Context: an optimization exercise on an open-source flow, tuned for small area, a short achievable clock period and few clock cycles per item. The choices shown serve that exercise and are no tape-out recipe.
Function was checked by simulation only, so behaviour that the tests miss may differ from the original.
Power is estimated from default activity; no workload was simulated.

### design/flow/flow/run.sh
#!/bin/bash
set -euo pipefail
bash standard.sh SETUP_SLACK_MARGIN=7 "BUFFER_PORTS_ARGS=-buffer_cell sky130_fd_sc_hd__buf_2" finish > standard_flow.log 2>&1
### design/flow/standard.sh
#!/bin/bash
# synth_recipe.tcl (not shown) runs the flow's synth.tcl, then flattens the netlist and writes it again
# the make line also repeats each setting of config.mk as NAME=value (left out here)
make -C /OpenROAD-flow-scripts/flow DESIGN_CONFIG=/design/flow/config.mk WORK_HOME=/design/flow/orfs CLKGATE_MAP_FILE= SYNTH_SCRIPT=/design/flow/synth_recipe.tcl "${@:-finish}"
### design/flow/config.mk
export PLATFORM = sky130hd
export DESIGN_NAME = conv_engine_top
export DESIGN_NICKNAME = conv_engine_top
export VERILOG_FILES = /design/flow/design.v
export SDC_FILE = /design/flow/constraint.sdc
export NUM_CORES = 4
export LEC_CHECK = 0
export ABC_AREA = 0
export CAP_MARGIN = 20
export CORE_MARGIN = 2
export CORE_UTILIZATION = 55
export CTS_BUF_LIST = sky130_fd_sc_hd__clkbuf_4 sky130_fd_sc_hd__clkbuf_8
export CTS_CLUSTER_SIZE = 30
export SLEW_MARGIN = 20
export TNS_END_PERCENT = 0
### design/flow/constraint.sdc
create_clock -name core_clock -period 10.0 [get_ports {clk}]
set_input_delay 2.0000 -clock core_clock [delete_from_list [all_inputs] [get_ports {clk}]]
set_output_delay 2.0000 -clock core_clock [all_outputs]
set_load 0.01 [all_outputs]
### design/flow/design.v
package conv_pkg;
    localparam int ACT_W    = 16;
    localparam int WEIGHT_W = 8;
    localparam int ACC_W    = 32;
    localparam int NUM_IN_CHANS = 16;
    localparam int CHAN_W       = 4;
    localparam int NUM_OUT_MAPS = 4;
    localparam int MAP_W        = 2;
    localparam int LAYER_W = 4;
    localparam int COUNT_W = 16;
    typedef enum logic [1:0] {
        ST_WAIT_WEIGHTS = 2'd0,
        ST_COMPUTE      = 2'd1,
        ST_DRAIN        = 2'd2
    } seq_state_t;
endpackage
`timescale 1ns/10ps
module zero_skip_fetch (
    input  logic                                                      clk,
    input  logic                                                      reset,
    input  logic                                                      layer_start,
    input  logic                                                      in_valid,
    input  logic                                                      in_ready,
    input  logic [conv_pkg::ACT_W-1:0]                                in_act,
    input  logic [conv_pkg::CHAN_W-1:0]                               in_chan,
    input  logic                                                      in_last,
    output logic [conv_pkg::NUM_IN_CHANS-1:0]                         rd_chan_oh,
    input  logic [conv_pkg::NUM_OUT_MAPS-1:0][conv_pkg::WEIGHT_W-1:0] rd_weights,
    output logic [conv_pkg::ACT_W-1:0]                                fetch_act,
    output logic [conv_pkg::ACT_W:0]                                  fetch_nact,
    output logic [conv_pkg::NUM_OUT_MAPS-1:0][15:0]                   fetch_sel,
    output logic                                                      fetch_last,
    output logic [conv_pkg::COUNT_W-1:0]                              skipped_count
);
    logic                       beat;
    logic                       valid_0;
    logic                       last_0;
    logic                       zero_0;
    logic                       start_0;
    logic [conv_pkg::ACT_W-1:0] act_0;
    assign beat = in_valid && in_ready && !reset;
    function automatic logic [3:0] booth_digit(input logic [2:0] t);
        booth_digit[0] = (t == 3'b001) || (t == 3'b010);
        booth_digit[1] = (t == 3'b011);
        booth_digit[2] = (t == 3'b101) || (t == 3'b110);
        booth_digit[3] = (t == 3'b100);
    endfunction
    always_ff @(posedge clk) begin
        valid_0 <= beat;
        last_0  <= beat && in_last;
        zero_0  <= beat && !in_last && (in_act == '0);
        start_0 <= layer_start && !reset;
        act_0   <= in_act;
        for (int c = 0; c < conv_pkg::NUM_IN_CHANS; c++) begin
            rd_chan_oh[c] <= (in_chan == c);
        end
    end
    always_ff @(posedge clk) begin
        fetch_last    <= last_0 && !reset;
        fetch_act     <= valid_0 ? act_0 : '0;
        fetch_nact    <= valid_0 ? ('0 - {act_0[conv_pkg::ACT_W-1], act_0}) : '0;
        for (int m = 0; m < conv_pkg::NUM_OUT_MAPS; m++) begin
            fetch_sel[m] <= {booth_digit(rd_weights[m][7:5]),
                             booth_digit(rd_weights[m][5:3]),
                             booth_digit(rd_weights[m][3:1]),
                             booth_digit({rd_weights[m][1:0], 1'b0})};
        end
    end
    always_ff @(posedge clk) begin
        if (reset) begin
            skipped_count <= '0;
        end else if (start_0) begin
            skipped_count <= conv_pkg::COUNT_W'(zero_0);
        end else begin
            skipped_count <= skipped_count + conv_pkg::COUNT_W'(zero_0);
        end
    end
endmodule
`timescale 1ns/10ps
module weight_bank (
    input  logic                                                      clk,
    input  logic                                                      reset,
    input  logic                                                      w_wr_en,
    input  logic [conv_pkg::CHAN_W-1:0]                               w_chan,
    input  logic [conv_pkg::MAP_W-1:0]                                w_map,
    input  logic [conv_pkg::WEIGHT_W-1:0]                             w_data,
    input  logic [conv_pkg::NUM_IN_CHANS-1:0]                         rd_chan_oh,
    output logic [conv_pkg::NUM_OUT_MAPS-1:0][conv_pkg::WEIGHT_W-1:0] rd_weights
);
    logic [conv_pkg::NUM_OUT_MAPS-1:0][conv_pkg::WEIGHT_W-1:0] bank [conv_pkg::NUM_IN_CHANS];
    logic                                                      wr_q;
    logic                                                      rst_q;
    logic [conv_pkg::CHAN_W-1:0]                               chan_q;
    logic [conv_pkg::MAP_W-1:0]                                map_q;
    logic [conv_pkg::WEIGHT_W-1:0]                             data_q;
    always_ff @(posedge clk) begin
        rst_q  <= reset;
        wr_q   <= w_wr_en && !reset;
        chan_q <= w_chan;
        map_q  <= w_map;
        data_q <= reset ? '0 : w_data;
    end
    always_ff @(posedge clk) begin
        for (int c = 0; c < conv_pkg::NUM_IN_CHANS; c++) begin
            for (int m = 0; m < conv_pkg::NUM_OUT_MAPS; m++) begin
                if (rst_q || (wr_q && (chan_q == c) && (map_q == m))) begin
                    bank[c][m] <= data_q;
                end
            end
        end
    end
    always_comb begin
        rd_weights = '0;
        for (int c = 0; c < conv_pkg::NUM_IN_CHANS; c++) begin
            rd_weights = rd_weights | ({(conv_pkg::NUM_OUT_MAPS * conv_pkg::WEIGHT_W){rd_chan_oh[c]}} & bank[c]);
        end
    end
endmodule
`timescale 1ns/10ps
module pointwise_mac (
    input  logic                           clk,
    input  logic                           clear,
    input  logic [conv_pkg::ACT_W-1:0]     act,
    input  logic [conv_pkg::ACT_W:0]       nact,
    input  logic [15:0]                    booth_sel,
    output logic [conv_pkg::ACC_W-1:0]     acc_s,
    output logic [conv_pkg::ACC_W-1:0]     acc_c
);
    function automatic logic [1:0] fa(input logic a, input logic b, input logic c);
        fa = {(a & b) | (a & c) | (b & c), a ^ b ^ c};
    endfunction
    function automatic logic [1:0] ha(input logic a, input logic b);
        ha = {a & b, a ^ b};
    endfunction
    function automatic logic [17:0] booth_row(input logic [3:0] sel,
                                              input logic [17:0] p1,
                                              input logic [17:0] p2,
                                              input logic [17:0] n1,
                                              input logic [17:0] n2);
        booth_row = ({18{sel[0]}} & p1) | ({18{sel[1]}} & p2) |
                    ({18{sel[2]}} & n1) | ({18{sel[3]}} & n2);
    endfunction
    logic [17:0] pa, pa2, na, na2;
    logic [17:0] r0, r1, r2, r3;
    logic [31:0] s_next, c_next;
    logic [1:0] h0;
    logic [1:0] f0;
    logic [1:0] f1;
    logic [1:0] h1;
    logic [1:0] f2;
    logic [1:0] f3;
    logic [1:0] f4;
    logic [1:0] f5;
    logic [1:0] f6;
    logic [1:0] f7;
    logic [1:0] f8;
    logic [1:0] f9;
    logic [1:0] f10;
    logic [1:0] f11;
    logic [1:0] f12;
    logic [1:0] f13;
    logic [1:0] f14;
    logic [1:0] f15;
    logic [1:0] f16;
    logic [1:0] f17;
    logic [1:0] f18;
    logic [1:0] f19;
    logic [1:0] f20;
    logic [1:0] f21;
    logic [1:0] f22;
    logic [1:0] f23;
    logic [1:0] f24;
    logic [1:0] f25;
    logic [1:0] f26;
    logic [1:0] f27;
    logic [1:0] f28;
    logic [1:0] h2;
    logic [1:0] f29;
    logic [1:0] h3;
    logic [1:0] h4;
    logic [1:0] f30;
    logic [1:0] f31;
    logic [1:0] f32;
    logic [1:0] f33;
    logic [1:0] f34;
    logic [1:0] f35;
    logic [1:0] f36;
    logic [1:0] f37;
    logic [1:0] f38;
    logic [1:0] f39;
    logic [1:0] f40;
    logic [1:0] f41;
    logic [1:0] f42;
    logic [1:0] f43;
    logic [1:0] f44;
    logic [1:0] f45;
    logic [1:0] f46;
    logic [1:0] f47;
    logic [1:0] f48;
    logic [1:0] f49;
    logic [1:0] f50;
    logic [1:0] h5;
    logic [1:0] h6;
    logic [1:0] h7;
    logic [1:0] h8;
    logic [1:0] h9;
    logic [1:0] h10;
    logic [1:0] h11;
    logic [1:0] h12;
    logic [1:0] h13;
    logic [1:0] f51;
    logic [1:0] f52;
    logic [1:0] f53;
    logic [1:0] f54;
    logic [1:0] f55;
    logic [1:0] f56;
    logic [1:0] f57;
    logic [1:0] f58;
    logic [1:0] f59;
    logic [1:0] f60;
    logic [1:0] f61;
    logic [1:0] f62;
    logic [1:0] f63;
    logic [1:0] f64;
    logic [1:0] f65;
    logic [1:0] f66;
    logic [1:0] f67;
    logic [1:0] f68;
    logic [1:0] f69;
    logic [1:0] f70;
    logic [1:0] f71;
    logic [1:0] f72;
    logic [1:0] f73;
    logic [1:0] f74;
    logic [1:0] f75;
    logic [1:0] f76;
    logic [1:0] f77;
    logic [1:0] f78;
    logic [1:0] f79;
    logic [1:0] f80;
    logic [1:0] f81;
    assign pa  = {{2{act[15]}}, act};
    assign pa2 = {act[15], act, 1'b0};
    assign na  = {nact[16], nact};
    assign na2 = {nact, 1'b0};
    assign r0 = booth_row(booth_sel[3:0],   pa, pa2, na, na2);
    assign r1 = booth_row(booth_sel[7:4],   pa, pa2, na, na2);
    assign r2 = booth_row(booth_sel[11:8],  pa, pa2, na, na2);
    assign r3 = booth_row(booth_sel[15:12], pa, pa2, na, na2);
    assign h0 = ha(acc_s[4], acc_c[4]);
    assign f0 = fa(acc_s[5], acc_c[5], r0[5]);
    assign f1 = fa(acc_s[6], acc_c[6], r0[6]);
    assign h1 = ha(r1[4], r2[2]);
    assign f2 = fa(acc_s[7], acc_c[7], r0[7]);
    assign f3 = fa(r1[5], r2[3], r3[1]);
    assign f4 = fa(acc_s[8], acc_c[8], r0[8]);
    assign f5 = fa(r1[6], r2[4], r3[2]);
    assign f6 = fa(acc_s[9], acc_c[9], r0[9]);
    assign f7 = fa(r1[7], r2[5], r3[3]);
    assign f8 = fa(acc_s[10], acc_c[10], r0[10]);
    assign f9 = fa(r1[8], r2[6], r3[4]);
    assign f10 = fa(acc_s[11], acc_c[11], r0[11]);
    assign f11 = fa(r1[9], r2[7], r3[5]);
    assign f12 = fa(acc_s[12], acc_c[12], r0[12]);
    assign f13 = fa(r1[10], r2[8], r3[6]);
    assign f14 = fa(acc_s[13], acc_c[13], r0[13]);
    assign f15 = fa(r1[11], r2[9], r3[7]);
    assign f16 = fa(acc_s[14], acc_c[14], r0[14]);
    assign f17 = fa(r1[12], r2[10], r3[8]);
    assign f18 = fa(acc_s[15], acc_c[15], r0[15]);
    assign f19 = fa(r1[13], r2[11], r3[9]);
    assign f20 = fa(acc_s[16], acc_c[16], r0[16]);
    assign f21 = fa(r1[14], r2[12], r3[10]);
    assign f22 = fa(acc_s[17], acc_c[17], r0[17]);
    assign f23 = fa(r1[15], r2[13], r3[11]);
    assign f24 = fa(acc_s[18], acc_c[18], r0[17]);
    assign f25 = fa(r1[16], r2[14], r3[12]);
    assign f26 = fa(acc_s[19], acc_c[19], ~r0[17]);
    assign f27 = fa(~r1[17], r2[15], r3[13]);
    assign f28 = fa(1'b1, acc_s[20], acc_c[20]);
    assign h2 = ha(r2[16], r3[14]);
    assign f29 = fa(acc_s[21], acc_c[21], ~r2[17]);
    assign h3 = ha(1'b1, acc_s[22]);
    assign h4 = ha(acc_s[2], acc_c[2]);
    assign f30 = fa(acc_s[3], acc_c[3], r0[3]);
    assign f31 = fa(h0[0], r0[4], r1[2]);
    assign f32 = fa(f0[0], r1[3], r2[1]);
    assign f33 = fa(f1[0], h1[0], r3[0]);
    assign f34 = fa(f2[0], f3[0], f1[1]);
    assign f35 = fa(f4[0], f5[0], f2[1]);
    assign f36 = fa(f6[0], f7[0], f4[1]);
    assign f37 = fa(f8[0], f9[0], f6[1]);
    assign f38 = fa(f10[0], f11[0], f8[1]);
    assign f39 = fa(f12[0], f13[0], f10[1]);
    assign f40 = fa(f14[0], f15[0], f12[1]);
    assign f41 = fa(f16[0], f17[0], f14[1]);
    assign f42 = fa(f18[0], f19[0], f16[1]);
    assign f43 = fa(f20[0], f21[0], f18[1]);
    assign f44 = fa(f22[0], f23[0], f20[1]);
    assign f45 = fa(f24[0], f25[0], f22[1]);
    assign f46 = fa(f26[0], f27[0], f24[1]);
    assign f47 = fa(f28[0], h2[0], f26[1]);
    assign f48 = fa(f29[0], r3[15], f28[1]);
    assign f49 = fa(h3[0], acc_c[22], r3[16]);
    assign f50 = fa(acc_s[23], acc_c[23], ~r3[17]);
    assign h5 = ha(1'b1, acc_s[24]);
    assign h6 = ha(1'b1, acc_s[25]);
    assign h7 = ha(1'b1, acc_s[26]);
    assign h8 = ha(1'b1, acc_s[27]);
    assign h9 = ha(1'b1, acc_s[28]);
    assign h10 = ha(1'b1, acc_s[29]);
    assign h11 = ha(1'b1, acc_s[30]);
    assign h12 = ha(1'b1, acc_s[31]);
    assign h13 = ha(acc_s[0], acc_c[0]);
    assign f51 = fa(acc_s[1], acc_c[1], r0[1]);
    assign f52 = fa(h4[0], r0[2], r1[0]);
    assign f53 = fa(f30[0], r1[1], h4[1]);
    assign f54 = fa(f31[0], r2[0], f30[1]);
    assign f55 = fa(f32[0], h0[1], f31[1]);
    assign f56 = fa(f33[0], f0[1], f32[1]);
    assign f57 = fa(f34[0], h1[1], f33[1]);
    assign f58 = fa(f35[0], f3[1], f34[1]);
    assign f59 = fa(f36[0], f5[1], f35[1]);
    assign f60 = fa(f37[0], f7[1], f36[1]);
    assign f61 = fa(f38[0], f9[1], f37[1]);
    assign f62 = fa(f39[0], f11[1], f38[1]);
    assign f63 = fa(f40[0], f13[1], f39[1]);
    assign f64 = fa(f41[0], f15[1], f40[1]);
    assign f65 = fa(f42[0], f17[1], f41[1]);
    assign f66 = fa(f43[0], f19[1], f42[1]);
    assign f67 = fa(f44[0], f21[1], f43[1]);
    assign f68 = fa(f45[0], f23[1], f44[1]);
    assign f69 = fa(f46[0], f25[1], f45[1]);
    assign f70 = fa(f47[0], f27[1], f46[1]);
    assign f71 = fa(f48[0], h2[1], f47[1]);
    assign f72 = fa(f49[0], f29[1], f48[1]);
    assign f73 = fa(f50[0], h3[1], f49[1]);
    assign f74 = fa(h5[0], acc_c[24], f50[1]);
    assign f75 = fa(h6[0], acc_c[25], h5[1]);
    assign f76 = fa(h7[0], acc_c[26], h6[1]);
    assign f77 = fa(h8[0], acc_c[27], h7[1]);
    assign f78 = fa(h9[0], acc_c[28], h8[1]);
    assign f79 = fa(h10[0], acc_c[29], h9[1]);
    assign f80 = fa(h11[0], acc_c[30], h10[1]);
    assign f81 = fa(h12[0], acc_c[31], h11[1]);
    assign s_next = {f81[0], f80[0], f79[0], f78[0], f77[0], f76[0], f75[0], f74[0], f73[0], f72[0], f71[0], f70[0], f69[0], f68[0], f67[0], f66[0], f65[0], f64[0], f63[0], f62[0], f61[0], f60[0], f59[0], f58[0], f57[0], f56[0], f55[0], f54[0], f53[0], f52[0], f51[0], h13[0]};
    assign c_next = {f80[1], f79[1], f78[1], f77[1], f76[1], f75[1], f74[1], f73[1], f72[1], f71[1], f70[1], f69[1], f68[1], f67[1], f66[1], f65[1], f64[1], f63[1], f62[1], f61[1], f60[1], f59[1], f58[1], f57[1], f56[1], f55[1], f54[1], f53[1], f52[1], f51[1], h13[1], r0[0]};
    always_ff @(posedge clk) begin
        if (clear) begin
            acc_s <= '0;
            acc_c <= '0;
        end else begin
            acc_s <= s_next;
            acc_c <= c_next;
        end
    end
endmodule
`timescale 1ns/10ps
module relu_drain (
    input  logic                                                   clk,
    input  logic                                                   reset,
    input  logic                                                   drain_start,
    input  logic [conv_pkg::NUM_OUT_MAPS-1:0][conv_pkg::ACC_W-1:0] acc_s,
    input  logic [conv_pkg::NUM_OUT_MAPS-1:0][conv_pkg::ACC_W-1:0] acc_c,
    output logic                                                   out_valid,
    input  logic                                                   out_ready,
    output logic [conv_pkg::ACC_W-1:0]                             out_data,
    output logic [conv_pkg::MAP_W-1:0]                             out_map,
    output logic                                                   drain_done
);
    logic                         xfer;
    logic                         last_map;
    logic                         load;
    logic [conv_pkg::NUM_OUT_MAPS-1:0] rd_sel;
    logic [conv_pkg::ACC_W-1:0]        sel_s;
    logic [conv_pkg::ACC_W-1:0]        sel_c;
    logic [conv_pkg::ACC_W-1:0]        res;
    assign xfer       = out_valid && out_ready;
    assign last_map   = (out_map == conv_pkg::MAP_W'(conv_pkg::NUM_OUT_MAPS - 1));
    assign drain_done = xfer && last_map;
    assign load       = drain_start || (xfer && !last_map);
    always_comb begin
        sel_s = '0;
        sel_c = '0;
        for (int m = 0; m < conv_pkg::NUM_OUT_MAPS; m++) begin
            sel_s = sel_s | ({conv_pkg::ACC_W{rd_sel[m]}} & acc_s[m]);
            sel_c = sel_c | ({conv_pkg::ACC_W{rd_sel[m]}} & acc_c[m]);
        end
    end
    assign res = sel_s + sel_c;
    always_ff @(posedge clk) begin
        if (reset) begin
            out_valid <= 1'b0;
            out_map   <= '0;
            rd_sel    <= conv_pkg::NUM_OUT_MAPS'(1);
        end else begin
            if (drain_start) begin
                out_valid <= 1'b1;
                out_map   <= '0;
            end else if (xfer) begin
                if (last_map) out_valid <= 1'b0;
                else out_map <= out_map + 1'b1;
            end
            if (load) rd_sel <= {rd_sel[conv_pkg::NUM_OUT_MAPS-2:0], rd_sel[conv_pkg::NUM_OUT_MAPS-1]};
        end
    end
    always_ff @(posedge clk) begin
        if (load) out_data <= res[conv_pkg::ACC_W-1] ? '0 : res;
    end
endmodule
`timescale 1ns/10ps
module layer_counter (
    input  logic                         clk,
    input  logic                         reset,
    input  logic                         count_clear,
    input  logic                         layer_step,
    input  logic [conv_pkg::LAYER_W-1:0] num_layers,
    output logic [conv_pkg::LAYER_W-1:0] layer_num,
    output logic                         last_layer
);
    logic [conv_pkg::LAYER_W-1:0] num_layers_cfg;
    always_ff @(posedge clk) begin
        if (reset || count_clear) begin
            layer_num <= '0;
        end else if (layer_step) begin
            layer_num <= layer_num + 1'b1;
        end
    end
    always_ff @(posedge clk) begin
        if (count_clear) begin
            num_layers_cfg <= (num_layers == '0) ? conv_pkg::LAYER_W'(1) : num_layers;
        end
    end
    assign last_layer = ((layer_num + 1'b1) == num_layers_cfg);
endmodule
`timescale 1ns/10ps
module layer_sequencer (
    input  logic clk,
    input  logic reset,
    input  logic loading,
    input  logic fetch_last,
    input  logic drain_done,
    input  logic last_layer,
    output logic need_weights,
    output logic in_ready,
    output logic layer_start,
    output logic drain_start,
    output logic count_clear,
    output logic clear_acc,
    output logic run_done
);
    logic seen_loading;
    logic run_active;
    assign layer_start = need_weights && seen_loading && !loading;
    assign count_clear = layer_start && !run_active;
    always_ff @(posedge clk) begin
        if (reset) begin
            need_weights <= 1'b1;
            seen_loading <= 1'b0;
            run_active   <= 1'b0;
            run_done     <= 1'b0;
            in_ready     <= 1'b0;
            drain_start  <= 1'b0;
        end else begin
            in_ready    <= 1'b1;
            run_done    <= drain_done && last_layer;
            drain_start <= fetch_last;
            if (layer_start) begin
                need_weights <= 1'b0;
                seen_loading <= 1'b0;
                run_active   <= 1'b1;
            end else if (need_weights && loading) begin
                seen_loading <= 1'b1;
            end
            if (drain_done) begin
                need_weights <= 1'b1;
                if (last_layer) run_active <= 1'b0;
            end
        end
    end
    always_ff @(posedge clk) begin
        clear_acc <= reset || drain_done;
    end
endmodule
`timescale 1ns/10ps
module conv_engine_top (
    input  logic                            clk,
    input  logic                            reset,
    input  logic                            loading,
    input  logic [conv_pkg::LAYER_W-1:0]    num_layers,
    input  logic                            w_wr_en,
    input  logic [conv_pkg::CHAN_W-1:0]     w_chan,
    input  logic [conv_pkg::MAP_W-1:0]      w_map,
    input  logic [conv_pkg::WEIGHT_W-1:0]   w_data,
    input  logic                            in_valid,
    output logic                            in_ready,
    input  logic [conv_pkg::ACT_W-1:0]      in_act,
    input  logic [conv_pkg::CHAN_W-1:0]     in_chan,
    input  logic                            in_last,
    output logic                            out_valid,
    input  logic                            out_ready,
    output logic [conv_pkg::ACC_W-1:0]      out_data,
    output logic [conv_pkg::MAP_W-1:0]      out_map,
    output logic [conv_pkg::LAYER_W-1:0]    out_layer,
    output logic                            need_weights,
    output logic                            run_done,
    output logic [conv_pkg::COUNT_W-1:0]    skipped_count
);
    logic                                                      layer_start;
    logic                                                      drain_start;
    logic                                                      drain_done;
    logic                                                      count_clear;
    logic                                                      clear_acc;
    logic                                                      last_layer;
    logic [conv_pkg::NUM_IN_CHANS-1:0]                         rd_chan_oh;
    logic [conv_pkg::NUM_OUT_MAPS-1:0][conv_pkg::WEIGHT_W-1:0] rd_weights;
    logic [conv_pkg::NUM_OUT_MAPS-1:0][15:0]                   fetch_sel;
    logic [conv_pkg::ACT_W-1:0]                                fetch_act;
    logic [conv_pkg::ACT_W:0]                                  fetch_nact;
    logic                                                      fetch_last;
    logic [conv_pkg::NUM_OUT_MAPS-1:0][conv_pkg::ACC_W-1:0]    acc_s;
    logic [conv_pkg::NUM_OUT_MAPS-1:0][conv_pkg::ACC_W-1:0]    acc_c;
    weight_bank u_weights (
        .clk        (clk),
        .reset      (reset),
        .w_wr_en    (w_wr_en),
        .w_chan     (w_chan),
        .w_map      (w_map),
        .w_data     (w_data),
        .rd_chan_oh (rd_chan_oh),
        .rd_weights (rd_weights)
    );
    zero_skip_fetch u_fetch (
        .clk           (clk),
        .reset         (reset),
        .layer_start   (layer_start),
        .in_valid      (in_valid),
        .in_ready      (in_ready),
        .in_act        (in_act),
        .in_chan       (in_chan),
        .in_last       (in_last),
        .rd_chan_oh    (rd_chan_oh),
        .rd_weights    (rd_weights),
        .fetch_act     (fetch_act),
        .fetch_nact    (fetch_nact),
        .fetch_sel     (fetch_sel),
        .fetch_last    (fetch_last),
        .skipped_count (skipped_count)
    );
    for (genvar m = 0; m < conv_pkg::NUM_OUT_MAPS; m++) begin : g_mac
        pointwise_mac u_mac (
            .clk       (clk),
            .clear     (clear_acc),
            .act       (fetch_act),
            .nact      (fetch_nact),
            .booth_sel (fetch_sel[m]),
            .acc_s     (acc_s[m]),
            .acc_c     (acc_c[m])
        );
    end
    relu_drain u_drain (
        .clk         (clk),
        .reset       (reset),
        .drain_start (drain_start),
        .acc_s       (acc_s),
        .acc_c       (acc_c),
        .out_valid   (out_valid),
        .out_ready   (out_ready),
        .out_data    (out_data),
        .out_map     (out_map),
        .drain_done  (drain_done)
    );
    layer_counter u_count (
        .clk         (clk),
        .reset       (reset),
        .count_clear (count_clear),
        .layer_step  (drain_done),
        .num_layers  (num_layers),
        .layer_num   (out_layer),
        .last_layer  (last_layer)
    );
    layer_sequencer u_seq (
        .clk          (clk),
        .reset        (reset),
        .loading      (loading),
        .fetch_last   (fetch_last),
        .drain_done   (drain_done),
        .last_layer   (last_layer),
        .need_weights (need_weights),
        .in_ready     (in_ready),
        .layer_start  (layer_start),
        .drain_start  (drain_start),
        .count_clear  (count_clear),
        .clear_acc    (clear_acc),
        .run_done     (run_done)
    );
endmodule
==> results.txt, run 1 <==
The proportion of synthesized area in mux cells is 0.1455%. The switching share of power came out at 32.23%. The worst setup path is captured at an output port. For the worst setup path, the data required time is 8.00 ns. Setup repair after global routing could not meet its margin everywhere.

The number of sinks handled by clock tree synthesis is 982. The average instance in the mapped netlist occupies ~12 µm². The total area inside the core boundary comes to 0.08675 mm².

The placer congestion estimate came out at 0.9403. The instance count of the mapped netlist is 4,104. The detail route stage leaves a number of antenna-violating nets equal to 0. The worst hold endpoint is u_fetch.fetch_last. The CTS buffer count came out at 163. The cell count along the critical path came out at 1.

Summing internal, switching and leakage power gives 11,670 µW. In this run, synthesis inferred 547 flip-flops with an integrated enable. The smallest clock period supported by the final layout is computed as approximately 3.5 ns. The total routing resource utilization after global routing came out at 34.75%. After synthesis, flip-flops and latches occupy 52.19% of the total area. The total negative slack came out at 0 ns. The register area came out at 0.02519 mm².

The I/O pin total came out at 103. The prevailing post-synth register cell is edfxtp_1. The vertical die dimension came out at 299.9 µm. The post-synthesis share of cell area spent on full adders, half adders and majority gates came out at 14.90%.

The switching power of the nets is about 3800 µW. Timing would allow up to 0.2873 GHz. The relative contribution of the clock network to total power is 32.0%. The synthesized-area fraction occupied by and/or/nand/nor cells is a little under a tenth. The final wirelength is 155,100 µm.

For the worst setup path, the data arrival time is 1.48 ns. The clock latency reported for the late side of the worst-skew pair is 0.89 ns. The slowest stage of the critical path is the edfxtp_1 cell. The netlist uses 61 different library cells.

The worst register-to-register path begins at u_fetch.fetch_sel[50]. After global routing the overflow that remains totals 0. The number of buffers inserted for hold repair after clock tree synthesis came out at 0. The count of cells along the worst hold path came out at 1. Dividing the final minimum period by the clock period gives around a third. The area overhead of the layout relative to synthesis is 10.65%. The max-cap check violation count came out at 0. Of the total synthesized cell area, the portion taken by XOR and XNOR cells is approximately 1.5%. The wire length per cell is 28.78 µm. Dividing the detail-routed via count by the number of cells gives 6.431. In the layout the commonest cells are a22oi_1 (599), edfxtp_1 (547), dfxtp_1 (400), inv_1 (359), fa_1 (321). The combinational family with the most area after synthesis is compound AO/OA/AOI/OAI gates. For this run, the post-layout net count is 4,527. The clock arrives with 0.05223 ns of skew. The cell-internal power came out at between 7000 and 8000 µW.

The number of detailed-route iterations in the first pass came out at 9. The worst register-to-register path ends at g_mac[3].u_mac.acc_s[15]. The number of failing hold endpoints at the final stage is 0. The worst hold path begins at u_fetch.last_0. The via count came out at 34,660. By startpoint and endpoint, the worst setup path is classified as register to output port. The worst-path maximum fanout came out at 1. Entering global routing, the biggest net connects 74 pins.

Counting every net in the synthesized netlist gives 4,530. Together, buffers and inverters on the worst path number 1. The cell area after technology mapping is 0.04816 mm². The commonest non-fill, non-tap cell in the layout is a22oi_1. The clock slew at the register clock pins of the worst setup and hold paths is roughly 0.06 ns.

The total number of placement rows came out at ~110. The number of input and output port buffers inserted is 101. The width of the die came out at 299.9 µm. The highest ir drop seen on vdd came out at 142.2 µV. For this run, asynchronously set or reset flops after synthesis account for 0%. The run finished with no timing, DRC or antenna violations. The clock tree from TritonCTS is yes. The depth of the worst register-to-register path came out at 6.

The proportion of power drawn by combinational gates came out at 20.3%. The final number of max-transition violations is 0. The initial antenna violation count is 7. The static leakage is 0.02163 µW. The wire length of the first global-routing pass is 230,300 µm. Power spread over the standard cell area amounts to 219.0 mW/mm².

The setup slack on the worst flop-to-flop path came out at between 6 and 7 ns. In this run, flip-flops and latches consume 47.7% of the power. The worst slew slack as a fraction of its limit came out at about an eighth. The maximum level of the CTS H-tree is 4.

The startpoint type of the worst setup path is a register. The final setup violation count came out at 0. The number of fill cells came out at between 6,000 and 7,000. The final HPWL from detailed placement is 98,280 µm. The synthesized-area fraction occupied by ao, oa, aoi and oai cells is roughly 16%. The worst-case clock buffer depth is 3. In this design, the stage delay of the slowest critical-path cell is 0.45 ns.

After detailed routing, the number of remaining DRC violations is 0. In the final layout, the share of cells above drive strength 1 is 12.76%. The worst-margin pin slew came out at 1.304 ns. For this configuration, the core starts out at a cell density of 55.52%. The via count of the first global-routing pass was 35,830. The register bit total from synthesis came out at 982. The clock tree root buffer cell is clkbuf_8. The area used by multi-input combinational logic is 0.02059 mm².

The violation count after the first detailed-routing iteration came out at 4,464. The synthesis warning total came out at 7. The cell family contributing the most delay on the critical path is flip-flops. The critical path goes through buf_2. The floorplan step defined a die boundary enclosing around 0.09 mm². The path class of the tightest hold or removal check is register to register.
-- power groups by stage --
stage,Clock (µW),Sequential (µW),Combinational (µW)
floorplan,0,5110,1890
global placement,0,5580,2200
detailed placement,0,5590,2280
CTS,3790,5510,2350
global route,3950,5600,2720
finish,3730,5570,2360
-- per-stage QoR --
step	std cells	hold slack, ns	utilization (%)	worst slack (ns)	instance area (µm²)
after floorplan	4104	0.4138	-	6.748	48190
after global placement	5073	0.4189	56.79	5.511	49270
after detailed placement	5075	0.4377	56.84	5.331	49310
after CTS	5384	0.4512	61.21	6.460	53100
after global routing	5389	0.4665	61.42	6.468	53290
final	5390	0.4419	61.43	6.519	53290
-- cell families (layout without fill, tap and decap cells) --
group           Yosys count  after routing
compound gates         1029           1030
other cells               1              5
xor+xnor                 81             81
buf+inv                 704            830
simple gates            919            919
fa+ha+maj               381            381
mux                       7              7
flops                   982            982
-- layout make-up --
type,instances,share of cell area [%]
Timing Repair Buffer,174,2.320
Inverter,360,2.543
Multi-Input combinational cell,2419,38.63
Clock buffer,257,5.816
Sequential cell,982,47.27
Tap cell,1155,2.712
Clock inverter,38,0.6762
Antenna cell,4,0.01878
Timing Repair inverter,1,0.01409
-- metal layers --
metal	GRT usage (%)	part of all wire (%)	wire, µm	vias up
li1	-	-	-	14700
met1	44.81	38	58500	17230
met2	55.27	47	72930	2210
met3	8.454	10	15840	509
met4	16.90	5.0	7719	10
met5	0.7407	0.093	145	-
-- registers in the layout, indices dropped and copies added (netlist names), 2 cells and up --
name / count
u_drain.out_data: 31
u_weights.chan_q: 4
u_fetch.fetch_act: 16
u_fetch.rd_chan_oh: 16
u_fetch.fetch_sel: 60
u_weights.bank: 512
u_weights.data_q: 8
g_mac.u_mac.acc_s: 128
u_count.layer_num: 4
g_mac.u_mac.acc_c: 128
u_count.num_layers_cfg: 4
u_drain.out_map: 2
u_drain.rd_sel: 4
u_fetch.act_0: 16
u_weights.map_q: 2
u_fetch.skipped_count: 16
u_fetch.fetch_nact: 16
-- Yosys cell counts (5+ instances only) --
cell	instances	area, µm²
a21o_1	59	442.9
dfxtp_1	435	8708
o21a_1	22	165.2
ha_1	60	750.7
nand3b_1	6	45.04
nand4_1	28	175.2
nor2b_1	216	1351
nor4_1	8	50.05
xnor2_1	51	446.7
inv_1	360	1351
nor2_1	197	739.5
nand2b_1	18	112.6
a221oi_1	67	586.8
o21bai_1	28	210.2
a222oi_1	64	640.6
fa_1	321	6426
xor2_1	29	254.0
nor3_1	29	145.1
buf_1	32	120.1
edfxtp_1	547	16430
mux2i_1	7	70.07
a22oi_1	600	4504
or3_1	8	50.05
and3_1	16	100.1
nor3b_1	10	75.07
a21oi_1	55	275.3
o21ai_0	41	205.2
o211ai_1	5	37.54
a22o_1	65	569.3
clkbuf_1	306	1149
nand2_1	281	1055
nand3_1	52	260.3
and2_1	30	187.7
and3b_1	5	43.79
-- worst max path at each step --
stage	end	slack, ns	start
after global routing	u_drain.out_data[7]	6.47	u_drain.rd_sel[1]
after CTS	out_data[20]	6.46	u_drain.out_data[20]
after floorplan	u_drain.out_data[0]	6.75	out_ready
after detailed placement	u_drain.out_data[15]	5.33	u_drain.rd_sel[2]
final	out_data[19]	6.52	u_drain.out_data[19]
after global placement	u_drain.out_data[13]	5.51	u_drain.rd_sel[2]
-- timing repair --
action                     in CTS  in global routing
buffers inserted                8                  0
pin swaps                       5                  4
gates cloned                    6                  1
gates resized for setup        22                 29
setup endpoints to repair     256                259
Testbench counts, summed over its fixed seeds: cycles 11,078, items 6,015.
==> inputs of run 2 (changes only) <==
--- a/design/flow/config.mk
+++ b/design/flow/config.mk
@@ -8,7 +8,7 @@
 export ABC_AREA = 0
 export CAP_MARGIN = 20
 export CORE_MARGIN = 2
-export CORE_UTILIZATION = 55
+export CORE_UTILIZATION = 40
 export CTS_BUF_LIST = sky130_fd_sc_hd__clkbuf_4 sky130_fd_sc_hd__clkbuf_8
 export CTS_CLUSTER_SIZE = 30
 export SLEW_MARGIN = 20
==> run 2 against run 1 <==
Net effect:
- still clean on timing, DRC and antenna
- die area grew 37%
- core utilization fell by 17 points
- register-to-register slack about the same
- hold slack better by 0.0044 ns
- clock skew increased by 0.0091 ns
- final cell count is 8.6% higher
- global-route usage down 11 points
- combinational power rose by 3%
- maximum frequency grew 0.42%
- non-clock buffer count grew 12
- first-iteration DRC count fell by 0.34%
- clock-buffer cell count down 22
- critical endpoint is now out_data[7]
- largest cell class unchanged
- highest routed layer is now met4
==> results.txt, run 2 <==
The static leakage came to 0.02158 µW (was 0.02163 µW). The max-cap check violation count came out at 0 (unchanged). The number of failing hold endpoints at the final stage was 0 (unchanged). The number of detailed-route iterations in the first pass came out at 7 (was 9). The startpoint type of the worst setup path was a register (unchanged).

The number of buffers inserted for hold repair after clock tree synthesis was 0 (unchanged). The met2 wire length is 65,240 µm (was 72,930 µm). The count of antenna-violating nets left after detailed routing came out at 0 (unchanged).

The average vias per placed instance is 5.781 (was 6.431). The number of cells in the design after placement is 5,542 (was 5,075). The violation count after the first detailed-routing iteration was 4,449 (was 4,464).

The overflow left after global routing is 0 (unchanged). The width of the die is 351.0 µm (was 299.9 µm). The number of fill cells is 10,990 (was 6,972). The prevailing post-synth register cell was edfxtp_1 (unchanged). The number of DRC violations after detailed routing is 0 (unchanged).

The initial antenna violation count came out at 4 (was 7). The clock latency reported for the late side of the worst-skew pair is 0.87 ns (was 0.89 ns). The count of flip-flops with a built-in enable after synthesis came out at 547 (unchanged). The depth of the worst register-to-register path is 15 (was 6). The path type of the worst min-delay path is register to register (unchanged). The final number of max-transition violations is 0 (unchanged).

The clock skew after layout came out at 0.06136 ns (was 0.05223 ns). The final wirelength came out at 147,500 µm (was 155,100 µm). The floorplan die area came out at 0.1232 mm² (was 0.08995 mm²). The register name with the most flops was u_weights.bank (unchanged). The initial standard-cell utilization of the core came out at 40.25% (was 55.52%).

The final setup violation count came to 0 (unchanged). The family with the most delay on the worst path is flip-flops (unchanged). The power density normalized to cell area came out at 215.2 mW/mm² (was 219.0 mW/mm²). The reg-to-reg critical path endpoint is u_drain.out_data[30] (was g_mac[3].u_mac.acc_s[15]). The number of buffers and inverters on the critical path is 1 (unchanged).

The vertical die dimension came out at 351.0 µm (was 299.9 µm). The total negative slack was 0 ns (unchanged). The uppermost signal routing layer after detailed routing is met4 (was met5). The synthesis warning total came out at 7 (unchanged). Largest registers: u_weights.bank x512, g_mac.u_mac.acc_c x128, g_mac.u_mac.acc_s x128 (unchanged). The proportion of register bits with asynchronous set or reset after synthesis came out at 0% (unchanged). The area used by multi-input combinational logic came out at 0.02047 mm² (was 0.02059 mm²).

The post-route total power came to 11,550 µW (was 11,670 µW). The number of unique standard cell types used by synthesis is 61 (unchanged). The total routing resource utilization after global routing came out at 23.79% (was 34.75%). The cell type contributing the most total cell area after synthesis is edfxtp_1 (unchanged). The maximum level of the CTS H-tree is 4 (unchanged). The register area was 0.02519 mm² (about the same).

The most frequent cell after synthesis was a22oi_1 (unchanged). The worst setup path category is register to output port (unchanged). The final HPWL from detailed placement came out at 91,690 µm (was 98,280 µm). Most used cells in the layout excluding fill and tap cells: a22oi_1 (600), edfxtp_1 (547), dfxtp_1 (406), inv_1 (359), fa_1 (321) (was a22oi_1 (599), edfxtp_1 (547), dfxtp_1 (400), inv_1 (359), fa_1 (321)).

The setup slack on the worst flop-to-flop path is 6.63 ns (was 6.62 ns). The cell area after technology mapping came out at 0.04816 mm² (unchanged). The utilization after layout came out at 44.88% (was 61.43%). The clock tree from TritonCTS is yes (unchanged). The number of flip-flops under the largest register name came out at 512 (unchanged).

The core area came out at 0.1197 mm² (was 0.08675 mm²). Setup repair after global routing missed its margin: true (unchanged). The worst hold margin is 0.4463 ns (was 0.4419 ns).

The highest ir drop seen on vdd came out at 128.2 µV (was 142.2 µV). The slowest cell on the critical path is edfxtp_1 (unchanged). The total number of placement rows came out at 127 (was 108). Result of the run: timing/DRC/antenna clean (unchanged). The startpoint of the worst register-to-register path is u_drain.rd_sel[1] (was u_fetch.fetch_sel[50]). Ordered cell list for the critical path: buf_2 (unchanged). The required time at the worst-slack endpoint is 8.00 ns (about the same).

The maximum clock rate is 0.2885 GHz (was 0.2873 GHz). The detailed route wirelength on metal3 is 15,880 µm (was 15,840 µm). The area overhead of the layout relative to synthesis is 11.49% (was 10.65%). The via count of the first global-routing pass is 33,780 (was 35,830). The number of sinks handled by clock tree synthesis came out at 982 (unchanged). The CTS buffer count came out at 166 (was 163). The worst-path maximum fanout came out at 1 (unchanged). The launching element of the worst setup path is u_drain.out_data[7] (was u_drain.out_data[19]).

Most common library cells after synthesis: a22oi_1 (600), edfxtp_1 (547), dfxtp_1 (435), inv_1 (360), fa_1 (321) (unchanged). The instance count of the mapped netlist came to 4,104 (unchanged). The number of input and output port buffers inserted is 101 (unchanged).

The final critical delay including setup and external delays came to 3.466 ns (was 3.481 ns). The cell count along the critical path is 1 (unchanged). The destination of the critical timing path is out_data[7] (was out_data[19]).

The commonest non-fill, non-tap cell in the layout is a22oi_1 (unchanged). The I/O pin total is 103 (unchanged). The type of destination of the critical path is an output port (unchanged). Cell types occupying the most area after synthesis: edfxtp_1 (34%), dfxtp_1 (18%), fa_1 (13%) (unchanged). The via count is 33,860 (was 34,660). The wire length per cell came to 25.19 µm (was 28.78 µm). The area share of the largest cell type after synthesis came out at 34.11% (unchanged).

The final layout net count was 4,540 (was 4,527). The clock tree root buffer cell was clkbuf_8 (unchanged). The data arrival time at the worst-slack endpoint came out at 1.47 ns (was 1.48 ns). The net count after synthesis came out at 4,530 (unchanged). The ratio of final minimum period to clock period came to 34.66% (was 34.81%). The placer congestion estimate is 0.9378 (was 0.9403).

The worst-case clock buffer depth came out at 3 (unchanged). The register bit total from synthesis is 982 (unchanged). The highest cell delay on the worst timing path was 0.45 ns (about the same).

The worst-margin pin slew is 1.173 ns (was 1.304 ns). The clock slew at the register clock pins of the worst setup and hold paths came to 0.06 ns (about the same). The met1 routed wirelength after detailed routing is 62,520 µm (was 58,500 µm). The final non-filler cell total is 5,856 (was 5,390). The wire length of the first global-routing pass is 219,100 µm (was 230,300 µm).

The share of layout cells above drive strength 1 is 12.11% (was 12.76%). The average cell area after synthesis is 11.74 µm² (unchanged). The maximum number of pins on one net before global-route repair is 215 (was 74). The sequential cell area fraction in the yosys report came out at 52.19% (unchanged). The worst slew slack as a fraction of its limit came out at 21.67% (was 12.93%).
run 2: cell counts after synthesis:
No cell type changed its count.
run 2: layout make-up:
type	count	share of cell area (%)
inverter	360	2.524
multi-input combinational	2418	38.13
timing repair buffer	186	2.407
antenna	1	0.004660
clock inverter	62	0.9437
clock buffer	235	5.336
tap	1612	3.756
sequential	982	46.90
run 2: cell families (layout without fill, tap and decap cells):
logic type,after synthesis,in the layout,share of synthesized area (%)
AOI/OAI and AO/OA,1029,1029,16.31
DFF,982,982,52.19
and+or+nand+nor,919,919,9.412
buffers and inverters,704,843,5.547
adders and majority gates,381,381,14.90
xor gates and xnor gates,81,81,1.489
muxes,7,7,0.1455
other,1,2,0.007786
run 2: per-stage QoR:
stage                     area (µm²)  setup WS [ns]
after global routing           53700          6.500
after detailed placement       49960          5.304
after CTS                      53510          6.476
after global placement         49940          5.244
after floorplan                48190          6.748
final                          53700          6.534
run 2: where the power goes:
group / total, µW / switching [µW] / internal (µW) / leakage (µW)
combinational: 2430 / 1400 / 1020 / 0.0110
clock: 3670 / 1700 / 1980 / 0.00178
sequential: 5460 / 636 / 4820 / 0.00884
total: 11600 / 3740 / 7820 / 0.0216
run 2: per-layer routing:
| layer | vias up | GRT usage, % |
|---|---|---|
| li1 | 14710 | - |
| met1 | 16890 | 33.27 |
| met2 | 1946 | 35.63 |
| met3 | 314 | 6.800 |
| met4 | 0 | 7.533 |
| met5 | - | 0 |
run 2: what timing repair did:
item	in CTS	in global routing
setup endpoints to repair	199	226
gates cloned	0	3
endpoints found under the hold margin	0	0
setup buffers	8	4
gates resized for setup	20	17
pin swaps	2	7
run 2: how the worst min path moves through the flow:
| stage | startpoint | to | depth (start not counted) |
|---|---|---|---|
| 2_1_floorplan | u_fetch.last_0 | u_fetch.fetch_last | 1 |
| 3_3_place_gp | u_fetch.fetch_last | u_seq.drain_start | 1 |
| 3_5_place_dp | u_fetch.last_0 | u_fetch.fetch_last | 1 |
| 4_1_cts | u_fetch.fetch_last | u_seq.drain_start | 1 |
| 5_1_grt | u_fetch.last_0 | u_fetch.fetch_last | 1 |
| 6_report | u_fetch.last_0 | u_fetch.fetch_last | 1 |
==> inputs of run 3 (changes only) <==
--- a/design/flow/config.mk
+++ b/design/flow/config.mk
@@ -11,5 +11,6 @@
 export CORE_UTILIZATION = 40
 export CTS_BUF_LIST = sky130_fd_sc_hd__clkbuf_4 sky130_fd_sc_hd__clkbuf_8
 export CTS_CLUSTER_SIZE = 30
+export GPL_TIMING_DRIVEN = 0
 export SLEW_MARGIN = 20
 export TNS_END_PERCENT = 0
==> run 3 against run 2 <==
Net effect:
- still clean
- routed wire length up 40%
- clock power grew 5%
- first-iteration DRC count rose by 39%
- largest cell class unchanged
==> results.txt, run 3 <==
The clock tree root buffer cell was clkbuf_8 (unchanged). The average vias per placed instance came to 6.090 (was 5.781). Setup repair after global routing missed its margin: true (unchanged). The final HPWL from detailed placement came out at 148,500 µm (was 91,690 µm). The total negative slack came out at 0 ns (unchanged). The destination of the critical timing path is g_mac[3].u_mac.acc_s[13] (was out_data[7]). The placer congestion estimate came out at 1.104 (was 0.9378).

The violation count after the first detailed-routing iteration is 6,196 (was 4,449). The number of buffers inserted for hold repair after clock tree synthesis came out at 0 (unchanged). The highest ir drop seen on vdd is 174.3 µV (was 128.2 µV). The type of destination of the critical path is a register (was output port). The clock latency reported for the late side of the worst-skew pair came out at 0.95 ns (was 0.87 ns).

The number of failing hold endpoints at the final stage was 0 (unchanged). The count of antenna-violating nets left after detailed routing is 0 (unchanged). The worst-case clock buffer depth came to 3 (unchanged). The share of layout cells above drive strength 1 is 16.42% (was 12.11%). The met1 global-route usage is 47.78% (was 33.27%). The final layout net count came out at 4,845 (was 4,540). The maximum clock rate is 0.2673 GHz (was 0.2885 GHz). The count of flip-flops with a built-in enable after synthesis came out at 547 (unchanged). The cell area after technology mapping is 0.04816 mm² (unchanged).

The global routing met2 resource utilization came to 45.34% (was 35.63%). The number of unique standard cell types used by synthesis is 61 (unchanged). Most used cells in the layout excluding fill and tap cells: a22oi_1 (560), edfxtp_1 (547), dfxtp_1 (419), inv_1 (359), fa_1 (321) (was a22oi_1 (600), edfxtp_1 (547), dfxtp_1 (406), inv_1 (359), fa_1 (321)). The wire length per cell was 33.50 µm (was 25.19 µm).

The area share of the largest cell type after synthesis came out at 34.11% (unchanged). The worst setup path category is register to register (was register to output port). The number of fill cells came to 11,020 (was 10,990). The core area is 0.1197 mm² (unchanged). The required time at the worst-slack endpoint came out at 10.77 ns (was 8.00 ns). The post-route total power came out at 12,270 µW (was 11,550 µW). The worst-path maximum fanout came to 10 (was 1).

The clock skew after layout is 0.04545 ns (was 0.06136 ns). The total routing resource utilization after global routing is 33.43% (was 23.79%). The startpoint of the worst register-to-register path is u_fetch.fetch_sel[60] (was u_drain.rd_sel[1]). The final setup violation count came out at 0 (unchanged). The ratio of final minimum period to clock period is 37.41% (was 34.66%). The number of input and output port buffers inserted came out at 101 (unchanged). The initial standard-cell utilization of the core is 40.25% (unchanged). The layer with the highest usage is met1 (was met2). The number of DRC violations after detailed routing came out at 0 (unchanged). The depth of the worst register-to-register path is 8 (was 15). Most common library cells after synthesis: a22oi_1 (600), edfxtp_1 (547), dfxtp_1 (435), inv_1 (360), fa_1 (321) (unchanged). The setup slack on the worst flop-to-flop path is 6.26 ns (was 6.63 ns). The net count after synthesis was 4,530 (unchanged).

The floorplan die area came out at 0.1232 mm² (unchanged). The average cell area after synthesis came out at 11.74 µm² (unchanged). The CTS buffer count was 167 (was 166). The synthesis warning total came out at 7 (unchanged).

The width of the die was 351.0 µm (unchanged). The summed area of non-filler cells in the final layout came out at 0.05605 mm² (was 0.05370 mm²). The initial antenna violation count was 13 (was 4).

The sequential cell area fraction in the yosys report is 52.19% (unchanged). The proportion of register bits with asynchronous set or reset after synthesis was 0% (unchanged). The vertical die dimension came out at 351.0 µm (unchanged). The static leakage came out at 0.02259 µW (was 0.02158 µW). The overflow left after global routing is 0 (unchanged). The utilization after layout came out at 46.84% (was 44.88%). The number of detailed-route iterations in the first pass was 10 (was 7).

The area overhead of the layout relative to synthesis came to 16.38% (was 11.49%). The final number of max-transition violations is 0 (unchanged). The worst-margin pin slew is 1.278 ns (was 1.173 ns). Result of the run: timing/DRC/antenna clean (unchanged). The number of sinks handled by clock tree synthesis came out at 982 (unchanged). The final critical delay including setup and external delays is 3.741 ns (was 3.466 ns).

The final worst-path setup slack came out at 6.259 ns (was 6.534 ns). The register bit total from synthesis is 982 (unchanged). Largest registers: u_weights.bank x512, g_mac.u_mac.acc_c x128, g_mac.u_mac.acc_s x128 (unchanged).

The number of flip-flops under the largest register name is 512 (unchanged). The cell type contributing the most total cell area after synthesis was edfxtp_1 (unchanged). The clock tree from TritonCTS is yes (unchanged).

The I/O pin total was 103 (unchanged). The path type of the worst min-delay path is register to register (unchanged). The max-cap check violation count is 0 (unchanged). The commonest non-fill, non-tap cell in the layout is a22oi_1 (unchanged). The data arrival time at the worst-slack endpoint came out at 4.51 ns (was 1.47 ns). The prevailing post-synth register cell is edfxtp_1 (unchanged). The reg-to-reg critical path endpoint is g_mac[3].u_mac.acc_s[13] (was u_drain.out_data[30]). The instance count of the mapped netlist is 4,104 (unchanged).

The final wirelength came out at 206,800 µm (was 147,500 µm). The worst slew slack as a fraction of its limit came to 14.80% (was 21.67%). The startpoint type of the worst setup path was a register (unchanged). The clock slew at the register clock pins of the worst setup and hold paths is 0.06 ns (about the same). The launching element of the worst setup path is u_fetch.fetch_sel[60] (was u_drain.out_data[7]). Cell types occupying the most area after synthesis: edfxtp_1 (34%), dfxtp_1 (18%), fa_1 (13%) (unchanged). The routing usage on met3 came to 11.30% (was 6.800%). The wire length of the first global-routing pass is 283,700 µm (was 219,100 µm). The via count of the first global-routing pass was 36,620 (was 33,780).

The worst setup slack before clock tree synthesis is 4.414 ns (was 5.304 ns). The power density normalized to cell area came to 219.0 mW/mm² (was 215.2 mW/mm²). The maximum number of pins on one net before global-route repair is 65 (was 215). The maximum level of the CTS H-tree came out at 4 (unchanged). The register name with the most flops is u_weights.bank (unchanged). The total number of placement rows is 127 (unchanged). The placed instance area came to 0.05095 mm² (was 0.04996 mm²). The most frequent cell after synthesis is a22oi_1 (unchanged). The via count came to 37,600 (was 33,860).
-- run 3: cell counts after synthesis --
Identical to the previous run, type by type.
-- run 3: timing repair --
action	4_1_cts	5_1_grt
pin swaps	44	46
endpoints found under the setup margin	312	291
resized for setup	278	114
setup buffers	20	9
cloned	3	3
-- run 3: power by group --
group	internal (µW)	switching, µW
combinational	1140	2100
clock	2040	1790
sequential	4820	375
total	8000	4270
-- run 3: routing by layer --
layer / share of wire, % / vias to the layer above
met3: 13 / 557
met5: 0.15 / -
met2: 40 / 2724
met4: 4.9 / 6
li1: - / 15380
met1: 42 / 18930
-- run 3: stage by stage --
step	hold slack (ns)	cells
after floorplan	0.4138	4104
after global placement	0.4277	5817
after detailed placement	0.4276	5826
after CTS	0.4439	6155
after global routing	0.4637	6171
final	0.4382	6173
-- run 3: logic make-up after synthesis --
family | Yosys count | synth area share, %
compound gates | 1029 | 16.31
flops | 982 | 52.19
simple gates | 919 | 9.412
buf+inv | 704 | 5.547
fa+ha+maj | 381 | 14.90
xor+xnor | 81 | 1.489
mux | 7 | 0.1455
other cells | 1 | 0.007786
-- run 3: worst min path at each step --
stage,startpoint,endpoint,depth (start not counted)
floorplan,u_fetch.last_0,u_fetch.fetch_last,1
global placement,u_fetch.last_0,u_fetch.fetch_last,1
detailed placement,u_fetch.last_0,u_fetch.fetch_last,1
CTS,u_fetch.last_0,u_fetch.fetch_last,1
global route,u_fetch.last_0,u_fetch.fetch_last,1
finish,u_fetch.last_0,u_fetch.fetch_last,1
-- run 3: final cells by class --
type                    count  area, µm²  area share (%)
multi-input cells        2418      21070           37.58
repair buffers            146       1025           1.828
clock inverters            67      575.6           1.027
diodes                      5      12.51         0.02232
flip-flops and latches    982      25170           44.90
clock buffers             239       2952           5.266
well taps                1612       2017           3.598
inverters                 360       1355           2.418
plain buffers             344       1879           3.353
-- run 3: critical path: stages (launching register included) --
cell and delay [ns]:
dfxtp_1 0.31, clkbuf_1 0.65, clkbuf_2 0.53, a22oi_1 0.17, nand2_1 0.18, fa_1 0.55
fa_1 0.59, fa_1 0.46, nor2b_1 0.13
==> inputs of run 4 (changes only) <==
--- a/design/flow/config.mk
+++ b/design/flow/config.mk
@@ -6,11 +6,10 @@
 export NUM_CORES = 4
 export LEC_CHECK = 0
 export ABC_AREA = 0
-export CAP_MARGIN = 20
+export CAP_MARGIN = 0
 export CORE_MARGIN = 2
 export CORE_UTILIZATION = 40
 export CTS_BUF_LIST = sky130_fd_sc_hd__clkbuf_4 sky130_fd_sc_hd__clkbuf_8
 export CTS_CLUSTER_SIZE = 30
-export GPL_TIMING_DRIVEN = 0
-export SLEW_MARGIN = 20
+export SLEW_MARGIN = 0
 export TNS_END_PERCENT = 0
==> run 4 against run 3 <==
Net effect:
- final area down 3.7%
- maximum frequency grew 7.5%
- clock skew up 0.020 ns
- setup slack better by 0.26 ns
- still clean
- synthesized cell count unchanged
- register-to-register slack improved by 0.33 ns
- first-iteration DRC count shrank 28%
- final cell count shrank 4.9%
- critical path type is now register to output port
- highest routed layer is now met4
- sequential share of layout area grew 1.7 points
- total power fell by 4.0%
- sequential cell count unchanged
- core utilization fell by 1.7 points
==> results.txt, run 4 <==
The worst-margin pin slew came out at 1.380 ns (was 1.278 ns). The static leakage is 0.02169 µW (was 0.02259 µW). The depth of the worst register-to-register path came to 14 (was 8). The commonest non-fill, non-tap cell in the layout is a22oi_1 (unchanged).

The combinational family with the most area after synthesis is compound AO/OA/AOI/OAI gates (unchanged). The maximum number of pins on one net before global-route repair came out at 215 (was 65). The maximum clock rate came out at 0.2875 GHz (was 0.2673 GHz). The CTS buffer count is 166 (was 167). Most used cells in the layout excluding fill and tap cells: a22oi_1 (599), edfxtp_1 (547), dfxtp_1 (406), inv_1 (359), fa_1 (321) (was a22oi_1 (560), edfxtp_1 (547), dfxtp_1 (419), inv_1 (359), fa_1 (321)). The most frequent cell after synthesis is a22oi_1 (unchanged).

The prevailing post-synth register cell is edfxtp_1 (unchanged). The number of failing hold endpoints at the final stage came out at 0 (unchanged). Most common library cells after synthesis: a22oi_1 (600), edfxtp_1 (547), dfxtp_1 (435), inv_1 (360), fa_1 (321) (unchanged). The instance count of the mapped netlist is 4,104 (unchanged). The final HPWL from detailed placement came out at 91,780 µm (was 148,500 µm). The net count after synthesis is 4,530 (unchanged). The post-route total power came out at 11,780 µW (was 12,270 µW). The worst-path maximum fanout is 1 (was 10). The register name with the most flops is u_weights.bank (unchanged). The count of flip-flops with a built-in enable after synthesis was 547 (unchanged). The share of layout cells above drive strength 1 is 12.54% (was 16.42%). The worst-case clock buffer depth came out at 3 (unchanged). The number of flip-flops under the largest register name came out at 512 (unchanged).

The utilization after layout is 45.11% (was 46.84%). The vertical die dimension is 351.0 µm (unchanged). The cell count along the critical path came to 1 (was 8). The clock latency reported for the late side of the worst-skew pair is 0.90 ns (was 0.95 ns). The highest cell delay on the worst timing path came out at 0.43 ns (was 0.65 ns). The data arrival time at the worst-slack endpoint is 1.48 ns (was 4.51 ns). The final non-filler cell total is 5,870 (was 6,173). The I/O pin total came out at 103 (unchanged). Result of the run: timing/DRC/antenna clean (unchanged). The number of buffers inserted for hold repair after clock tree synthesis came out at 0 (unchanged). The count of antenna-violating nets left after detailed routing came out at 0 (unchanged). The via count came out at 33,810 (was 37,600). The floorplan die area came out at 0.1232 mm² (unchanged).

The number of buffers and inverters on the critical path came out at 1 (was 2). The cell area after technology mapping is 0.04816 mm² (unchanged). The total negative slack came to 0 ns (unchanged). The xor and xnor fraction of the mapped netlist area came to 1.489% (unchanged). The average cell area after synthesis came out at 11.74 µm² (unchanged). The synthesized-area fraction occupied by and/or/nand/nor cells is 9.412% (unchanged). The final critical delay including setup and external delays is 3.479 ns (was 3.741 ns). The proportion of synthesized area in mux cells came out at 0.1455% (unchanged).

The post-synthesis share of cell area spent on full adders, half adders and majority gates came to 14.90% (unchanged). The sequential cell area fraction in the yosys report is 52.19% (unchanged). The synthesis warning total came out at 7 (unchanged).

The clock tree root buffer cell was clkbuf_8 (unchanged). The number of unique standard cell types used by synthesis is 61 (unchanged). The final wirelength is 147,700 µm (was 206,800 µm). The final number of max-transition violations was 0 (unchanged).

Setup repair after global routing missed its margin: true (unchanged). The total number of placement rows is 127 (unchanged). The core area was 0.1197 mm² (unchanged).

The placer congestion estimate is 0.9378 (was 1.104). The initial antenna violation count came to 4 (was 13). The number of input and output port buffers inserted was 101 (unchanged). The worst hold margin came out at 0.4419 ns (was 0.4382 ns). The register bit total from synthesis is 982 (unchanged). The overflow left after global routing came to 0 (unchanged). The total routing resource utilization after global routing is 23.85% (was 33.43%).

The average vias per placed instance is 5.760 (was 6.090). The ratio of final minimum period to clock period came to 34.79% (was 37.41%). Cell types occupying the most area after synthesis: edfxtp_1 (34%), dfxtp_1 (18%), fa_1 (13%) (unchanged). The number of DRC violations after detailed routing came out at 0 (unchanged).

The family with the most delay on the worst path is flip-flops (was adder cells). The clock tree from TritonCTS was yes (unchanged). The maximum level of the CTS H-tree is 4 (unchanged).

The number of sinks handled by clock tree synthesis came out at 982 (unchanged). The number of detailed-route iterations in the first pass came to 14 (was 10). Largest registers: u_weights.bank x512, g_mac.u_mac.acc_c x128, g_mac.u_mac.acc_s x128 (unchanged). The width of the die is 351.0 µm (unchanged).

The area share of the largest cell type after synthesis was 34.11% (unchanged). The via count of the first global-routing pass was 33,770 (was 36,620). The highest ir drop seen on vdd was 131.1 µV (was 174.3 µV). The final layout net count was 4,541 (was 4,845). The clock slew at the register clock pins of the worst setup and hold paths came out at 0.06 ns (about the same). The violation count after the first detailed-routing iteration is 4,477 (was 6,196). The number of cells in the design after placement came to 5,541 (was 5,826).

The synthesized-area fraction occupied by ao, oa, aoi and oai cells is 16.31% (unchanged). The worst slew slack as a fraction of its limit is 7.833% (was 14.80%). The max-cap check violation count was 0 (unchanged). The cell type contributing the most total cell area after synthesis is edfxtp_1 (unchanged). The initial standard-cell utilization of the core is 40.25% (unchanged).

The worst setup path category is register to output port (was register to register). The final setup violation count is 0 (unchanged). The clock skew after layout is 0.06553 ns (was 0.04545 ns). The path type of the worst min-delay path is register to register (unchanged). The power density normalized to cell area came out at 218.2 mW/mm² (was 219.0 mW/mm²).

The area overhead of the layout relative to synthesis is 12.07% (was 16.38%). The wire length per cell is 25.17 µm (was 33.50 µm). Ordered cell list for the critical path: buf_2 (was clkbuf_1, clkbuf_2, a22oi_1, nand2_1, fa_1, fa_1, fa_1, nor2b_1).

The count of cells along the worst hold path came out at 1 (unchanged). The type of destination of the critical path is an output port (was register). The required time at the worst-slack endpoint is 8.00 ns (was 10.77 ns). The startpoint type of the worst setup path is a register (unchanged). The slowest cell on the critical path was edfxtp_1 (was clkbuf_1). The proportion of register bits with asynchronous set or reset after synthesis came to 0% (unchanged).

The wire length of the first global-routing pass was 219,800 µm (was 283,700 µm).
-- run 4: path summary, 6_finish.rpt --
path,from,end,slack (ns)
hold / removal,u_fetch.last_0,u_fetch.fetch_last,0.44
hold reg to reg,u_fetch.last_0,u_fetch.fetch_last,0.44
setup reg to reg,u_drain.rd_sel[2],u_drain.out_data[11],6.59
setup / recovery,u_drain.out_data[16],out_data[16],6.52
-- run 4: area by class of cell --
type                       instances  area (µm²)
tap                             1612        2017
multi-input combinational       2419       20510
sequential                       982       25180
inverter                         360        1355
clock buffer                     250        3028
clock inverter                    60       603.1
timing repair buffer             186        1282
antenna                            1       2.502
fill                           10970       65680
-- run 4: through the flow --
stage	worst slack, ns	cell area [µm²]
detailed placement	5.078	49940
global placement	5.244	49940
global route	6.430	53970
CTS	6.431	53780
floorplan	6.748	48190
finish	6.522	53970
-- run 4: logic make-up (layout without fill, tap and decap cells) --
| group | count (synthesis) | in the layout |
|---|---|---|
| muxes | 7 | 7 |
| xor gates and xnor gates | 81 | 81 |
| other | 1 | 2 |
| buffers and inverters | 704 | 856 |
| and+or+nand+nor | 919 | 919 |
| AOI/OAI and AO/OA | 1029 | 1030 |
| DFF | 982 | 982 |
| adders and majority gates | 381 | 381 |
-- run 4: report_power, final --
| part | internal (µW) | switching, µW |
|---|---|---|
| combinational | 1020 | 1420 |
| sequential | 4820 | 637 |
| clock | 2130 | 1750 |
-- run 4: per-layer routing --
| metal | track usage, % | routed length (µm) | up-vias |
|---|---|---|---|
| li1 | - | - | 14720 |
| met2 | 35.96 | 65570 | 1928 |
| met3 | 6.895 | 15830 | 301 |
| met5 | 0.1570 | 0 | - |
| met1 | 33.07 | 62430 | 16860 |
| met4 | 7.585 | 3923 | 0 |
-- run 4: what timing repair did --
action | 4_1_cts | 5_1_grt
hold endpoints to repair | 0 | 0
endpoints found under the setup margin | 205 | 226
cloned | 1 | 2
gates resized for setup | 21 | 24
pin swaps | 3 | 8
buffers inserted | 11 | 4
==> inputs of run 5 (changes only) <==
==> design/flow/config.mk (replaced) <==
export PLATFORM = sky130hd
export DESIGN_NAME = conv_engine_top
export DESIGN_NICKNAME = conv_engine_top
export VERILOG_FILES = /design/flow/design.v
export SDC_FILE = /design/flow/constraint.sdc
export NUM_CORES = 4
export LEC_CHECK = 0
export ABC_AREA = 0
export CAP_MARGIN = 20
export CORE_MARGIN = 2
export CORE_UTILIZATION = 40
export CTS_BUF_LIST = sky130_fd_sc_hd__clkbuf_8 sky130_fd_sc_hd__clkbuf_16
export CTS_CLUSTER_SIZE = 30
export SLEW_MARGIN = 20
export TNS_END_PERCENT = 0
==> run 5 against run 4 <==
Net effect:
- still clean on timing, DRC and antenna
- die area unchanged
- via count fell by 0.10%
- combinational power rose by 3%
==> results.txt, run 5 <==
Result of the run: timing/DRC/antenna clean (unchanged). The total number of placement rows came out at 127 (unchanged). The worst-margin pin slew is 1.186 ns (was 1.380 ns).

The proportion of register bits with asynchronous set or reset after synthesis came to 0% (unchanged). The CTS buffer count is 104 (was 166). The worst hold margin was 0.4486 ns (was 0.4419 ns). The setup slack on the worst flop-to-flop path came out at 6.68 ns (was 6.59 ns).

The proportion of synthesized area in mux cells is 0.1455% (unchanged). The clock latency reported for the late side of the worst-skew pair was 0.76 ns (was 0.90 ns). The overflow left after global routing is 0 (unchanged).

The initial standard-cell utilization of the core is 40.25% (unchanged). The clock tree from TritonCTS is yes (unchanged). The post-route total power is 11,930 µW (was 11,780 µW). The register area came out at 0.02519 mm² (was 0.02518 mm²).

The ratio of final minimum period to clock period was 33.43% (was 34.79%). The family with the most delay on the worst path is flip-flops (unchanged). The total negative slack is 0 ns (unchanged). The commonest non-fill, non-tap cell in the layout was a22oi_1 (unchanged). The combinational family with the most area after synthesis was compound AO/OA/AOI/OAI gates (unchanged). The area share of the largest cell type after synthesis is 34.11% (unchanged).

The cell count along the critical path came out at 1 (unchanged). The net count after synthesis came out at 4,530 (unchanged). The area overhead of the layout relative to synthesis came out at 13.23% (was 12.07%).

The final layout net count is 4,492 (was 4,541). The maximum clock rate came to 0.2992 GHz (was 0.2875 GHz). The violation count after the first detailed-routing iteration came to 4,779 (was 4,477).

The worst slew slack as a fraction of its limit came out at 20.82% (was 7.833%). The number of input and output port buffers inserted came to 101 (unchanged). The highest cell delay on the worst timing path came to 0.44 ns (was 0.43 ns).

The count of antenna-violating nets left after detailed routing is 0 (unchanged). The maximum number of pins on one net before global-route repair is 215 (unchanged). The path type of the worst min-delay path is register to register (unchanged).

The cell area after technology mapping is 0.04816 mm² (unchanged). The number of unique standard cell types used by synthesis was 61 (unchanged). The synthesized-area fraction occupied by and/or/nand/nor cells came out at 9.412% (unchanged). Most used cells in the layout excluding fill and tap cells: a22oi_1 (581), edfxtp_1 (547), dfxtp_1 (407), inv_1 (384), fa_1 (321) (was a22oi_1 (599), edfxtp_1 (547), dfxtp_1 (406), inv_1 (359), fa_1 (321)).

The xor and xnor fraction of the mapped netlist area was 1.489% (unchanged). The average vias per placed instance was 5.856 (was 5.760). The max-cap check violation count is 0 (unchanged). The number of buffers inserted for hold repair after clock tree synthesis came to 0 (unchanged). The startpoint type of the worst setup path is a register (unchanged). The placer congestion estimate came out at 0.9378 (unchanged).

The final wirelength came to 149,200 µm (was 147,700 µm). The I/O pin total came to 103 (unchanged). The register name with the most flops is u_weights.bank (unchanged). Most common library cells after synthesis: a22oi_1 (600), edfxtp_1 (547), dfxtp_1 (435), inv_1 (360), fa_1 (321) (unchanged). The highest ir drop seen on vdd came out at 167.6 µV (was 131.1 µV).

The final HPWL from detailed placement is 91,690 µm (was 91,780 µm). The worst-case clock buffer depth is 3 (unchanged).
-- run 5: timing repair --
action	4_1_cts	5_1_grt
cloned	3	6
pin swaps	7	23
setup buffers	12	9
resized for setup	29	78
endpoints found under the setup margin	213	226
-- run 5: cells by family (layout without fill, tap and decap cells) --
family	count (synthesis)	in the layout
simple gates	919	919
xor+xnor	81	81
fa+ha+maj	381	381
mux	7	7
compound gates	1029	1029
other cells	1	1
buf+inv	704	756
flops	982	982
-- run 5: power by group --
part           leakage [µW]  internal, µW  switching (µW)
Sequential          0.00884          4820             642
Clock               0.00184          2260            1690
Combinational        0.0111          1070            1440
-- run 5: final timing paths --
| path | from | end |
|---|---|---|
| max | u_drain.out_data[24] | out_data[24] |
| min | u_fetch.last_0 | u_fetch.fetch_last |
| max reg2reg | u_drain.rd_sel[1] | u_drain.out_data[5] |
| min reg2reg | u_fetch.last_0 | u_fetch.fetch_last |
-- run 5: final cells by class --
type	instances	share of cell area [%]
tap	1612	3.699
clock inverter	77	1.372
inverter	360	2.485
clock buffer	119	5.172
multi-input combinational	2418	38.30
sequential	982	46.19
timing repair buffer	200	2.785
-- run 5: routing by layer --
layer | GRT usage [%] | part of all wire [%] | up-vias
li1 | - | - | 14590
met1 | 33.58 | 42 | 16850
met2 | 35.83 | 44 | 2009
met3 | 6.504 | 11 | 330
met4 | 7.007 | 3.0 | 0
met5 | 0 | 0 | -
-- run 5: through the flow --
step / instances / area, µm² / setup WS (ns) / utilization (%)
2_1_floorplan: 4104 / 48190 / 6.748 / -
3_5_place_dp: 5542 / 49960 / 5.304 / 41.76
3_3_place_gp: 5541 / 49940 / 5.244 / 41.74
4_1_cts: 5753 / 53900 / 6.596 / 45.04
5_1_grt: 5768 / 54530 / 6.559 / 45.58
6_report: 5768 / 54530 / 6.657 / 45.58

port drivers added, routing unchanged:
In the flow no input, the clock included, has a driving cell. The finished layouts below were timed again as built, in two steps.
Step 1, drivers: a clkbuf_16 drives clk and a buf_2 each remaining input, both assumed.
Step 2 times the ports against the registers' clock, not the clock port: input delays grow and output delays shrink by t, the midpoint of the rising clock arrivals with the driver on.
a / b / c = ideal ports / drivers / drivers and shift; a / b = the first two.
run	t (ns)	setup slack, ns
run 1	0.931	6.519 / 6.453 / 6.094
run 2	0.916	6.534 / 6.461 / 6.323
run 3	1.012	6.259 / 6.259 / 6.253
run 4	0.942	6.522 / 6.451 / 6.326
run 5	0.789	6.657 / 6.581 / 6.309
After both steps setup and hold are still met in every run listed.
